Context: an optimization exercise on an open-source flow, tuned for small area, a short achievable clock period and few clock cycles per item. The choices shown serve that exercise and are no tape-out recipe.
Power and IR drop assume default switching activity.

==> inputs of job 4212 <==
## pulse_width_autobaud_detector
module pulse_width_autobaud_detector
#(
    parameter int NUM_BINS   = 20,
    parameter int WIDTH_BITS = 16
)
(
    input  logic                 clk,
    input  logic                 rst_n,
    input  logic                 pulse_valid,
    output logic                 pulse_ready,
    input  logic [OPCODE_W-1:0]  pulse_opcode,
    input  logic [PULSE_W-1:0]   pulse_width,
    output logic                 result_valid,
    input  logic                 result_ready,
    output logic [OUTCOME_W-1:0] result_outcome,
    output logic [BIN_W-1:0]     result_bin_index,
    output logic [DIV_W-1:0]     result_divisor,
    output logic                 result_engaged,
    input  logic                 cfg_we,
    input  logic [CFG_IDX_W-1:0] cfg_index,
    input  logic [CFG_DAT_W-1:0] cfg_data
);
    logic [PULSE_W-1:0]  min_reg, max_reg;
    logic [CNT_W-1:0]    count_lim_reg, unmatch_lim_reg;
    logic [ITER_W-1:0]   iter_lim_reg;
    logic                active_reg;
    logic                short_none;
    logic [15:0]         short_reg;
    logic [15:0]         lo_reg;         
    logic [CNT_W-1:0]    total_reg, unm_reg;
    logic                unm_pend;       
  ...
export LEC_CHECK = 0
export ABC_CLOCK_PERIOD_IN_PS = 2800
export CAP_MARGIN = 20
export CORE_MARGIN = 2
export CORE_UTILIZATION = 50
export SETUP_SLACK_MARGIN = 2.5
export SLEW_MARGIN = 20
create_clock -name core_clock -period 5.5 [get_ports {clk}]
run.sh (not shown) runs the stock make flow with config.mk's settings and CLKGATE_MAP_FILE= SYNTH_SCRIPT=/design/flow/synth_recipe.tcl, a recipe that flattens the netlist after the stock synthesis.
==> job 5546 (differences from job 4212) <==
--- a/flow/design.v
+++ b/flow/design.v
@@ -41,24 +41,32 @@
     input  logic        none,    
     input  logic [15:0] lo,
     input  logic [16:0] hi,
     input  logic [16:0] lo3,     
     input  logic [16:0] hi3,     
-    input  logic [16:0] hi5,     
     output logic [2:0]  g,
     output logic        over,    
     output logic [15:0] base_h,  
     output logic [15:0] base_l   
 );
+    function automatic logic gt3(input logic [21:0] a, input logic [21:0] b, input logic [21:0] c);
+        logic [21:0] nb, nc, s, cy, t;
+        nb = ~b;
+        nc = ~c;
+        s  = a ^ nb ^ nc;
+        cy = {(a[20:0] & nb[20:0]) | (a[20:0] & nc[20:0]) | (nb[20:0] & nc[20:0]), 1'b1};
+        t  = s + cy;
+        gt3 = ~t[21];
+    endfunction
     logic [21:0] wx;
     logic        c1, c2, c3, c4;
     assign wx = {6'd0, w};
     assign c1   = !none && (wx > {3'd0, hi, 2'd0});
     assign c2   = !none && (wx > {2'd0, hi, 3'd0});
     assign c3   = !none && (wx > {3'd0, hi3, 2'd0});
     assign c4   = !none && (wx > {1'd0, hi, 4'd0});
-    assign over = !none && (wx > {3'd0, hi5, 2'd0});
+    assign over = !none && gt3(wx, {1'd0, hi, 4'd0}, {3'd0, hi, 2'd0});
     always_comb
     begin
         g      = 3'd0;
         base_h = '0;
         base_l = '0;
@@ -166,11 +174,11 @@
     logic [CNT_W-1:0]    total_reg, unm_reg;
     logic                unm_pend;       
     logic [ITER_W-1:0]   att_reg;
     logic                stall_reg;
     logic [15:0]         lo_d;
-    logic [16:0]         hi_d, lo3_d, hi3_d, hi5_d;
+    logic [16:0]         hi_d, lo3_d, hi3_d;
     logic                b1_valid, b1_bin, b1_retry, b1_eng, b1_none;
     logic [OUTCOME_W-1:0] b1_oc;
     logic [15:0]         b1_w;
     logic                b2_valid, b2_bin, b2_cnt, b2_eng, b2_none, b2_over;
     logic [OUTCOME_W-1:0] b2_oc;
@@ -334,39 +342,39 @@
             end
             stall_reg <= b_pending && (total_reg >= count_lim_reg);
         end
     end
     logic [16:0] hi_n;
-    logic [19:0] lo3_n, hi3_n, hi5_n;
-    logic [19:0] h3a, h3b, h5a, h5b;
+    logic [19:0] lo3_n, hi3_n;
+    logic [19:0] h3a, h3b, h3c, h3d;
+    function automatic logic [19:0] csa_s(input logic [19:0] a, input logic [19:0] b, input logic [19:0] c);
+        csa_s = a ^ b ^ c;
+    endfunction
+    function automatic logic [19:0] csa_c(input logic [19:0] a, input logic [19:0] b, input logic [19:0] c);
+        csa_c = {(a[18:0] & b[18:0]) | (a[18:0] & c[18:0]) | (b[18:0] & c[18:0]), 1'b0};
+    endfunction
     function automatic logic [16:0] sat17(input logic [19:0] v);
         sat17 = (v[19:16] != 4'd0) ? 17'h10000 : v[16:0];
     endfunction
     always_comb
     begin
-        h3a   = {3'd0, short_reg, 1'b0} ^ {4'd0, short_reg} ^ {7'd0, short_reg[15:4], 1'b0};
-        h3b   = {({3'd0, short_reg, 1'b0} & {4'd0, short_reg}) |
-                 ({3'd0, short_reg, 1'b0} & {7'd0, short_reg[15:4], 1'b0}) |
-                 ({4'd0, short_reg} & {7'd0, short_reg[15:4], 1'b0}), 1'b0};
-        h5a   = {2'd0, short_reg, 2'b0} ^ {4'd0, short_reg} ^ {6'd0, short_reg[15:4], 2'b0};
-        h5b   = {({2'd0, short_reg, 2'b0} & {4'd0, short_reg}) |
-                 ({2'd0, short_reg, 2'b0} & {6'd0, short_reg[15:4], 2'b0}) |
-                 ({4'd0, short_reg} & {6'd0, short_reg[15:4], 2'b0}), 1'b0};
+        h3a   = csa_s({3'd0, short_reg, 1'b0}, {4'd0, short_reg}, {7'd0, short_reg[15:4], 1'b0});
+        h3b   = csa_c({3'd0, short_reg, 1'b0}, {4'd0, short_reg}, {7'd0, short_reg[15:4], 1'b0});
+        h3c   = csa_s(h3a, h3b, {8'd0, short_reg[15:4]});
+        h3d   = csa_c(h3a, h3b, {8'd0, short_reg[15:4]});
         hi_n  = short_none ? 17'h0FFFF : ({1'b0, short_reg} + {5'd0, short_reg[15:4]});
-        hi3_n = short_none ? 20'h10000 : h3a + h3b + {8'd0, short_reg[15:4]};
-        hi5_n = short_none ? 20'h10000 : h5a + h5b + {8'd0, short_reg[15:4]};
+        hi3_n = short_none ? 20'h10000 : h3c + h3d;
         lo3_n = {3'b0, lo_reg, 1'b0} + {4'b0, lo_reg};
     end
     always_ff @(posedge clk)
     begin
         if (adv)
         begin
             lo_d  <= lo_reg;
             hi_d  <= hi_n;
             lo3_d <= sat17(lo3_n);
             hi3_d <= sat17(hi3_n);
-            hi5_d <= sat17(hi5_n);
         end
     end
     logic [2:0]  s1_g;
     logic        s1_over;
     logic [15:0] s1_base_h, s1_base_l;
@@ -375,11 +383,10 @@
         .none   (b1_retry),
         .lo     (lo_d),
         .hi     (hi_d),
         .lo3    (lo3_d),
         .hi3    (hi3_d),
-        .hi5    (hi5_d),
         .g      (s1_g),
         .over   (s1_over),
         .base_h (s1_base_h),
         .base_l (s1_base_l)
     );
==> flow/config.mk (replaced) <==
export PLATFORM = sky130hd
export DESIGN_NAME = pulse_width_autobaud_detector
export DESIGN_NICKNAME = pulse_width_autobaud_detector
export VERILOG_FILES = /design/flow/design.v
export SDC_FILE = /design/flow/constraint.sdc
export NUM_CORES = 4
export LEC_CHECK = 0
export ABC_CLOCK_PERIOD_IN_PS = 3500
export CAP_MARGIN = 20
export CORE_MARGIN = 2
export CORE_UTILIZATION = 50
export SETUP_SLACK_MARGIN = 2.6
export SLEW_MARGIN = 20
==> job 8705 (differences from job 4212) <==
==> flow/config.mk (replaced) <==
export PLATFORM = sky130hd
export DESIGN_NAME = pulse_width_autobaud_detector
export DESIGN_NICKNAME = pulse_width_autobaud_detector
export VERILOG_FILES = /design/flow/design.v
export SDC_FILE = /design/flow/constraint.sdc
export NUM_CORES = 4
export LEC_CHECK = 0
export CAP_MARGIN = 20
export CORE_MARGIN = 2
export CORE_UTILIZATION = 40
export SLEW_MARGIN = 20
==> results.txt <==
|  | job 4212 | job 5546 | job 8705 |
|---|---|---|---|
| Inverter count of the layout excluding clock inverters | 409 | 352 | 407 |
| Worst-case register-to-register setup slack | 1.44 ns | 1.74 ns | 0.63 ns |
| GR Layer Usage met3 | 0.04041 | 0.04217 | 0.02137 |
| Placed Instances | 3282 | 3112 | 3465 |
| Number of signal-net buffers in the layout | 346 | 317 | 104 |
| Met2 Routed Length | 36.74 mm | 36.15 mm | 31.35 mm |
| Slew of the pin with the lowest slew margin | 0.8711 ns | 0.9672 ns | 1.040 ns |
| Library cells used by synthesis | 94 | 103 | 94 |
| Utilization of the core after routing | 0.6616 | 0.6466 | 0.4502 |
| Standard cell with the maximum stage delay on the critical path | sky130_fd_sc_hd__fa_1 | sky130_fd_sc_hd__fa_2 | sky130_fd_sc_hd__o22ai_2 |
| Result of the run | no timing/DRC/antenna violations | no timing/DRC/antenna violations | no timing/DRC/antenna violations |
| Maximum number of pins on one net before global-route repair | 94 | 102 | 127 |
| Combinational cell fraction of total power | 0.483 | 0.479 | 0.414 |
No run of this note included a check of the RTL's function; only the layout flow was run.

## static timing again, ports no longer ideal
How much do the figures lean on ideal ports? The routed layouts below were timed once more, with nothing changed but the port constraints. Step 1 assumes that a clkbuf_16 drives the clock port and a buf_2 every other input. Step 2, shift: input delay + t, output delay - t, t = (earliest + latest rising clock arrival at the registers) / 2. This alone moves slack from input paths to output paths. a / b / c = ideal / step 1 / step 2; a / b = the first two.
| run | shift t [ns] | slack for setup (ns) | pins driven straight from the clock port |
|---|---|---|---|
| job 4212 | 0.623 | 1.435 / 1.435 / 1.435 | 1 |
| job 5546 | 0.615 | 1.738 / 1.738 / 1.681 | 1 |
| job 8705 | 0.589 | 0.632 / 0.632 / 0.484 | 1 |
After both steps every run listed still meets setup and hold. The setup slack of job 8705, which loses most, moves by 0.000 ns with the drivers and by -0.148 ns with both steps.
